Background: an optimization exercise with open tools, aiming at small area and a short achievable clock period. Do not read the settings as production practice. The RTL was checked by simulation tests, not by an equivalence proof against the original design. Power and IR drop assume default switching activity.

build 50:
// frame_buffer_top
module frame_buffer_top
(
   input  logic                 sram_clock,
   input  logic                 rst,
   input  logic                 in_valid,
   input  logic                 in_last,
   input  logic                 hold,
   input  stream_pkg::sample_t  in_data,
   output logic                 out_valid,
   output logic                 out_last,
   output logic                 frame_dropped,
   output stream_pkg::sample_t  out_data
);
export LEC_CHECK = 0
export CAP_MARGIN = 20
export CORE_MARGIN = 2
export CORE_UTILIZATION = 50
export CTS_CLUSTER_DIAMETER = 60
export CTS_CLUSTER_SIZE = 30
export SETUP_SLACK_MARGIN = 2.0
export SLEW_MARGIN = 20
export SYNTH_HIERARCHICAL = 1
create_clock -name core_clock -period 4.0 [get_ports {sram_clock}]
run.sh (not shown) runs the stock make flow with config.mk's settings and CLKGATE_MAP_FILE= SYNTH_SCRIPT=/design/flow/synth_recipe.tcl, a recipe that flattens the netlist after the stock synthesis.
Build 50 finished all stages; the layout is clean.
> inputs changed (build 50 -> build 63)
- CORE_UTILIZATION now 55, was 50
- SETUP_SLACK_MARGIN now 2.3, was 2.0
==> comparison <==
Build 63 reached the final stage; the timing, DRC and antenna checks on its layout passed. Relative to build 50, slack of the worst reg-to-reg path increased by 40 ps in build 63. In build 63 relative to build 50, finished layout cell area had gone up by a few percent. Re proportion of power drawn by the clock network: build 50 and build 63 aren't equal, and the lower value belongs to build 63. On power per unit of standard cell area: between build 50 and build 63, it ends up lower for build 63. sky130_fd_sc_hd__dfxtp_4 as the slowest cell on the critical path was reported by build 50, and sky130_fd_sc_hd__nor4_4 by build 63.
diff inputs: build 63 => build 92
- a change of SETUP_SLACK_MARGIN from 2.3 to 2.0
Findings:
The final layouts of build 63 and build 92 pass the timing, DRC and antenna checks.
met2 routing resource usage after global routing, build 63 and build 92, lower one = build 92.
Compared with build 63, build 92 shows number of nets in the final layout lower by 72.
Diff build 63 -> build 92 | logic gate share of total power | decrease of 3.2 points
Run comparison: build 92 worst setup path startpoint frame_writer_i.wr_ptr[0]$_SDFFE_PP0P_; build 63 worst setup path startpoint frame_reader_i.mem_rd_lo[2]$_SDFFE_PP0P_
Compared to build 63, the routing of build 92 uses less wire.
The inputs of build 88 differ from those of build 92 as listed below.
- CORE_UTILIZATION now 62, was 55
Notes after the runs:
Build 88 | status: complete | timing, DRC, antenna: pass
Routability congestion estimate from global placement: build 88 < build 92
Row core utilization: build 88 higher / build 92 lower
Relative to build 92, the final cell area reported for build 88 is lower.
Effective utilization at floorplan for build 88 is higher than for build 92.

* * *

frame_buffer_top, a different RTL version from the one above (not shown whole).
For scale: about 40 I/O pins, ~0.040 mm2 of cells after synthesis.
export LEC_CHECK = 0
export ABC_AREA = 1
export CAP_MARGIN = 20
export CORE_MARGIN = 2
export CORE_UTILIZATION = 55
export CTS_CLUSTER_DIAMETER = 60
export CTS_CLUSTER_SIZE = 30
export SETUP_SLACK_MARGIN = 2.0
export SLEW_MARGIN = 20
create_clock -name core_clock -period 4.0 [get_ports {sram_clock}]
standard.sh (not shown) runs the stock make flow with config.mk's settings and CLKGATE_MAP_FILE= SYNTH_SCRIPT=/design/flow/synth_recipe.tcl, a recipe that flattens the netlist after the stock synthesis.
==> flow/flow/run.sh <==
#!/bin/bash
# Standard layout, except that the combinational logic of the standard
# synthesis netlist is re-mapped by flow/remap.tcl before floorplanning.
# Registers (cells and names) are left exactly as the standard synthesis
# made them. Each tool's output goes to a log file in this folder.
set -euo pipefail
R=orfs/results/${FLOW_PLATFORM}/frame_buffer_top/base
LIB=${FLOW_HOME}/platforms/${FLOW_PLATFORM}/lib/sky130_fd_sc_hd__tt_025C_1v80.lib

bash standard.sh synth > synth.log 2>&1

cp ${R}/1_2_yosys.v ${R}/1_2_yosys_standard.v
IN=${R}/1_2_yosys_standard.v OUT=${R}/1_2_yosys.v STAT=remap_stat.txt LIB=${LIB} \
   yosys -c flow/remap.tcl > remap.log 2>&1
mv ${R}/1_2_yosys.v.tmp ${R}/1_2_yosys.v
rm -f ${R}/1_synth.odb ${R}/1_synth.sdc

bash standard.sh finish > layout.log 2>&1
==> flow/flow/remap.tcl <==
# Re-map the combinational logic of the standard synthesis netlist with
# Yosys's default ABC script (which uses the AOI222 cells for the read
# AND-OR tree). Registers stay the same cell instances with the same names.
# usage: yosys -c remap.tcl   (env IN, OUT, LIB)
yosys read_liberty -ignore_miss_func $::env(LIB)
yosys read_verilog $::env(IN)
yosys hierarchy -top frame_buffer_top
# Keep every sequential or function-less cell as it is.
yosys setattr -mod -set keep_hierarchy 1 {sky130_fd_sc_hd__*df*} {sky130_fd_sc_hd__*dl*} sky130_fd_sc_hd__conb_1
yosys flatten
yosys delete {t:$scopeinfo}
set dont_use {}
foreach c {*probe* *lpflow*} { lappend dont_use -dont_use $c }
yosys abc -liberty $::env(LIB) {*}$dont_use
yosys splitnets
yosys opt_clean -purge
yosys hilomap -singleton -hicell sky130_fd_sc_hd__conb_1 HI -locell sky130_fd_sc_hd__conb_1 LO
yosys insbuf -buf sky130_fd_sc_hd__buf_4 A X
yosys select -module frame_buffer_top
yosys tee -o $::env(STAT) stat -liberty $::env(LIB)
yosys select -clear
yosys cd
yosys delete {sky130_fd_sc_hd__*}
yosys write_verilog -noattr -nohex -nodec -selected $::env(OUT).tmp
The baseline produced a clean layout.
==> next run, changes <==
==> flow/run.sh (new file) <==
#!/bin/bash
# synth_recipe.tcl (not shown) runs the flow's synth.tcl, then flattens the netlist and writes it again
# the make line also repeats each setting of config.mk as NAME=value (left out here)
make -C /OpenROAD-flow-scripts/flow DESIGN_CONFIG=/design/flow/config.mk WORK_HOME=/design/flow/orfs CLKGATE_MAP_FILE= SYNTH_SCRIPT=/design/flow/synth_recipe.tcl finish
Settings changed: ABC_AREA 1 to default.
removed: flow/flow/run.sh
removed: flow/flow/remap.tcl
removed: flow/standard.sh
After rerunning: Power falls by about 0.9%; sequential share of layout area went down by 3.1 points; worst hold slack is about the same; cell area is higher by 4.6%; synthesized area went up by 3.6%; synthesized cell count increases by 16%; cell count goes up by about 7%; setup slack gets better by 38 ps; wire length rose by about 2.2%.

-- port drivers added, routing unchanged --
Ports are ideal in the flow. The routed layouts listed here were re-timed in OpenROAD. Step 1 (the two cells are an assumption about what drives the block):
set clk [get_ports {sram_clock}]
set_driving_cell -lib_cell sky130_fd_sc_hd__clkbuf_16 $clk
set_driving_cell -lib_cell sky130_fd_sc_hd__buf_2 [delete_from_list [all_inputs] $clk]
Step 2 times the ports against the registers' clock, not the clock port: input delays grow and output delays shrink by t, the midpoint of the rising clock arrivals with the driver on. Slacks: ideal ports / drivers / drivers and shift; pairs: ideal ports / drivers.
| run | shift t [ns] | setup slack, ns | hold slack, ns | worst setup path after step 2 | worst slew at a driven data input, ns |
|---|---|---|---|---|---|
| build 50 | 0.709 | 1.913 / 1.913 / 1.447 | 0.538 / 0.538 / 0.538 | input to register | 0.04 |
| build 63 | 0.736 | 1.956 / 1.891 / 1.593 | 0.506 / 0.506 / 0.506 | input to register | 0.04 |
| build 92 | 0.713 | 1.917 / 1.917 / 1.395 | 0.533 / 0.533 / 0.533 | input to register | 0.08 |
| build 88 | 0.710 | 1.877 / 1.877 / 1.400 | 0.500 / 0.500 / 0.500 | input to register | 0.04 |
| the first run of note 2 | 0.725 | 1.517 / 1.517 / 1.031 | 0.479 / 0.479 / 0.479 | input to register | 0.19 |
| the second run of note 2 | 0.721 | 1.555 / 1.555 / 1.241 | 0.477 / 0.477 / 0.477 | input to register | 0.15 |
After both steps every run listed still meets setup and hold. For build 92, which loses most, drivers alone change the setup slack by 0.000 ns; drivers and shift together by -0.522 ns.
